Source: an optimization exercise on an open RTL-to-GDS flow (aim: small area, a short achievable clock period and few clock cycles). Production flows keep margins and buffers that such runs may drop. In this exercise RTL edits were held to simulation tests only and were not proved equivalent to the original.

run 1:
==> flow/design.v (excerpt) <==
module gru_cell #(
    parameter int DATA_WIDTH     = 32,
    parameter int FRAC_BITS      = 16,
    parameter int GRU_UNITS      = 3,
    parameter int INPUT_FEATURES = 3,
    parameter int CELL_INDEX     = 0
) (
    input  logic                                   clk,
    input  logic                                   rst,
    input  logic                                   i_start_cell,
    output logic                                   o_done_cell,
    input  logic                                   i_computation_phase,
    input  logic [INPUT_FEATURES*DATA_WIDTH-1:0]   i_input_vector_flat,
    input  logic [GRU_UNITS*DATA_WIDTH-1:0]        i_prev_hidden_state_flat,
    input  logic [GRU_UNITS*DATA_WIDTH-1:0]        i_r_modified_hidden_flat,
    input  logic [INPUT_FEATURES*DATA_WIDTH-1:0]   i_Wr_flat,
    input  logic [INPUT_FEATURES*DATA_WIDTH-1:0]   i_Wz_flat,
    input  logic [INPUT_FEATURES*DATA_WIDTH-1:0]   i_Wh_flat,
    input  logic [GRU_UNITS*DATA_WIDTH-1:0]        i_Ur_flat,
    input  logic [GRU_UNITS*DATA_WIDTH-1:0]        i_Uz_flat,
    input  logic [GRU_UNITS*DATA_WIDTH-1:0]        i_Uh_flat,
    input  logic signed [DATA_WIDTH-1:0]           i_br,
    input  logic signed [DATA_WIDTH-1:0]           i_bz,
    input  logic signed [DATA_WIDTH-1:0]           i_bh,
    output logic signed [DATA_WIDTH-1:0]           o_new_hidden_state
);
==> flow/config.mk <==
export PLATFORM = sky130hd
export DESIGN_NAME = gru_cell
export DESIGN_NICKNAME = gru_cell
export VERILOG_FILES = /design/flow/design.v
export SDC_FILE = /design/flow/constraint.sdc
export NUM_CORES = 4
export LEC_CHECK = 0
export CAP_MARGIN = 20
export CORE_MARGIN = 2
export CORE_UTILIZATION = 40
export SLEW_MARGIN = 20
==> flow/constraint.sdc <==
create_clock -name core_clock -period 10.0 [get_ports {clk}]
set_input_delay 2.0000 -clock core_clock [delete_from_list [all_inputs] [get_ports {clk}]]
set_output_delay 2.0000 -clock core_clock [all_outputs]
set_load 0.01 [all_outputs]
standard.sh (not shown) runs the stock make flow with config.mk's settings and CLKGATE_MAP_FILE= SYNTH_SCRIPT=/design/flow/synth_recipe.tcl, a recipe that flattens the netlist after the stock synthesis.
==> flow/flow/run.sh <==
#!/bin/bash
set -euo pipefail
export BUFFER_PORTS_ARGS="-buffer_cell sky130_fd_sc_hd__buf_1"
export SETUP_SLACK_MARGIN=6
export TNS_END_PERCENT=100
bash standard.sh > standard.log 2>&1
Run 1: flow completed, timing, DRC and antenna clean
Testbench counts of run 1, summed over its fixed seeds: cycles 13,432.
Edits applied to the flow inputs when going from run 1 to run 2:
==> flow/flow/run.sh <==
#!/bin/bash
set -euo pipefail
export BUFFER_PORTS_ARGS="-buffer_cell sky130_fd_sc_hd__buf_1"
export SETUP_SLACK_MARGIN=6.4
export TNS_END_PERCENT=100
bash standard.sh > standard.log 2>&1
Results
Run 2 finished all stages; layout check result: FAIL, due to antenna rules, slew limit.
Compared with run 1, run 2 shows largest net degree at the start of global routing lower by about 1.9%.
Cmp run 2 and run 1 / first-pass iteration count of the detailed router / higher: run 1
Number of antenna violations at the first check in global routing | run 2 above run 1
Between run 2 and run 1, the difference in post-synthesis instance total is negligible.
Compared with run 1, in run 2 post-route non-filler standard cell count moved up; depth of the critical timing path with buffers and inverters included moved up; time the final worst path needs with I/O delays and setup moved down.
Input-level comparison between run 3 and run 2:
Settings: CORE_UTILIZATION changed from 40 to 45.
==> flow/flow/run.sh <==
#!/bin/bash
set -euo pipefail
export BUFFER_PORTS_ARGS="-buffer_cell sky130_fd_sc_hd__buf_1"
export SETUP_SLACK_MARGIN=6
export TNS_END_PERCENT=100
bash standard.sh > standard.log 2>&1
==> comparison <==
Summary across run 3 and run 2: the single failing run is run 2.
Between run 3 and run 2, it is run 3 whose via count is lower, by 3.1%.
The maximum achievable frequency reported for run 3 is greater than that of run 2 by 1.8 MHz.
From run 2 to run 3 the numbers moved as follows: final core area utilization picked up an extra 1.5 points; number of setup buffers added after CTS now smaller; fraction of area in multi-input gates increased by 2.0 points relative to the old numbers; area of all sequential standard cells moved down.
Highest fanout seen on the critical path for run 3 is higher than for run 2.
Looking at number of clock buffer instances in the layout, run 3 sits 4 above run 2.


Another version of the RTL of gru_cell (not shown whole).
Size: ~260 flip-flops, roughly 1000 I/O pins.
Settings: LEC_CHECK=0, CAP_MARGIN=20, CORE_MARGIN=2, CORE_UTILIZATION=40, SLEW_MARGIN=20; clock period 10.0 ns.
run.sh (not shown) runs the stock make flow with config.mk's settings and CLKGATE_MAP_FILE= SYNTH_SCRIPT=/design/flow/synth_recipe.tcl, a recipe that flattens the netlist after the stock synthesis.
Stock flow here: none of the scripts above is used.
The baseline went through all stages and came out clean.
Testbench counts at the start, summed over its fixed seeds: cycles 13,432.
Then changed:
==> flow/flow/run.sh (new file) <==
#!/bin/bash
set -euo pipefail
export BUFFER_PORTS_ARGS="-buffer_cell sky130_fd_sc_hd__buf_1"
bash standard.sh > standard.log 2>&1
==> flow/standard.sh (new file) <==
#!/bin/bash
# synth_recipe.tcl (not shown) runs the flow's synth.tcl, then flattens the netlist and writes it again
# the make line also repeats each setting of config.mk as NAME=value (left out here)
make -C /OpenROAD-flow-scripts/flow DESIGN_CONFIG=/design/flow/config.mk WORK_HOME=/design/flow/orfs CLKGATE_MAP_FILE= SYNTH_SCRIPT=/design/flow/synth_recipe.tcl "${@:-finish}"
removed: flow/run.sh
What happened: The changed run finished clean; final area went down by roughly a tenth; synthesized area is unchanged; global-route usage went up by 2.1 points; sequential share of layout area went up by 1.3 points; utilization went down by 5.8 points; die area does not change; cell count stays flat; routed wire length went up by a few percent; sequential cell count does not change; via count went up slightly.

==> static timing again, ports no longer ideal <==
In the flow no input, the clock included, has a driving cell. The finished layouts below were timed again as built, in two steps.
Step 1 sets driving cells, clkbuf_16 on the clock port and buf_2 on the other inputs (assumed; they add their load-dependent delay and slew).
Step 2 also shifts input and output timing later by t, the mid clock arrival at the registers, as if the neighbouring blocks saw the same clock.
Slacks: ideal / step 1 / step 2; pairs: ideal / step 1.
run	t (ns)	slack for setup (ns)	clock arrival spread, ns	worst data-port slew with drivers (ns)	cell pins on the clock port's net
run 1	0.717	5.830 / 5.887 / 5.171	0.103 / 0.103	0.38	1
run 2	0.725	5.863 / 5.863 / 5.325	0.038 / 0.038	0.46	1
run 3	0.720	5.893 / 5.893 / 5.276	0.043 / 0.043	0.57	1
the first run of note 2	0.635	4.185 / 4.185 / 4.185	0.029 / 0.029	0.49	1
the second run of note 2	0.665	4.121 / 4.121 / 4.121	0.053 / 0.053	0.58	1
The setup slack of run 1, which loses most, moves by +0.057 ns with the drivers and by -0.659 ns with both steps.
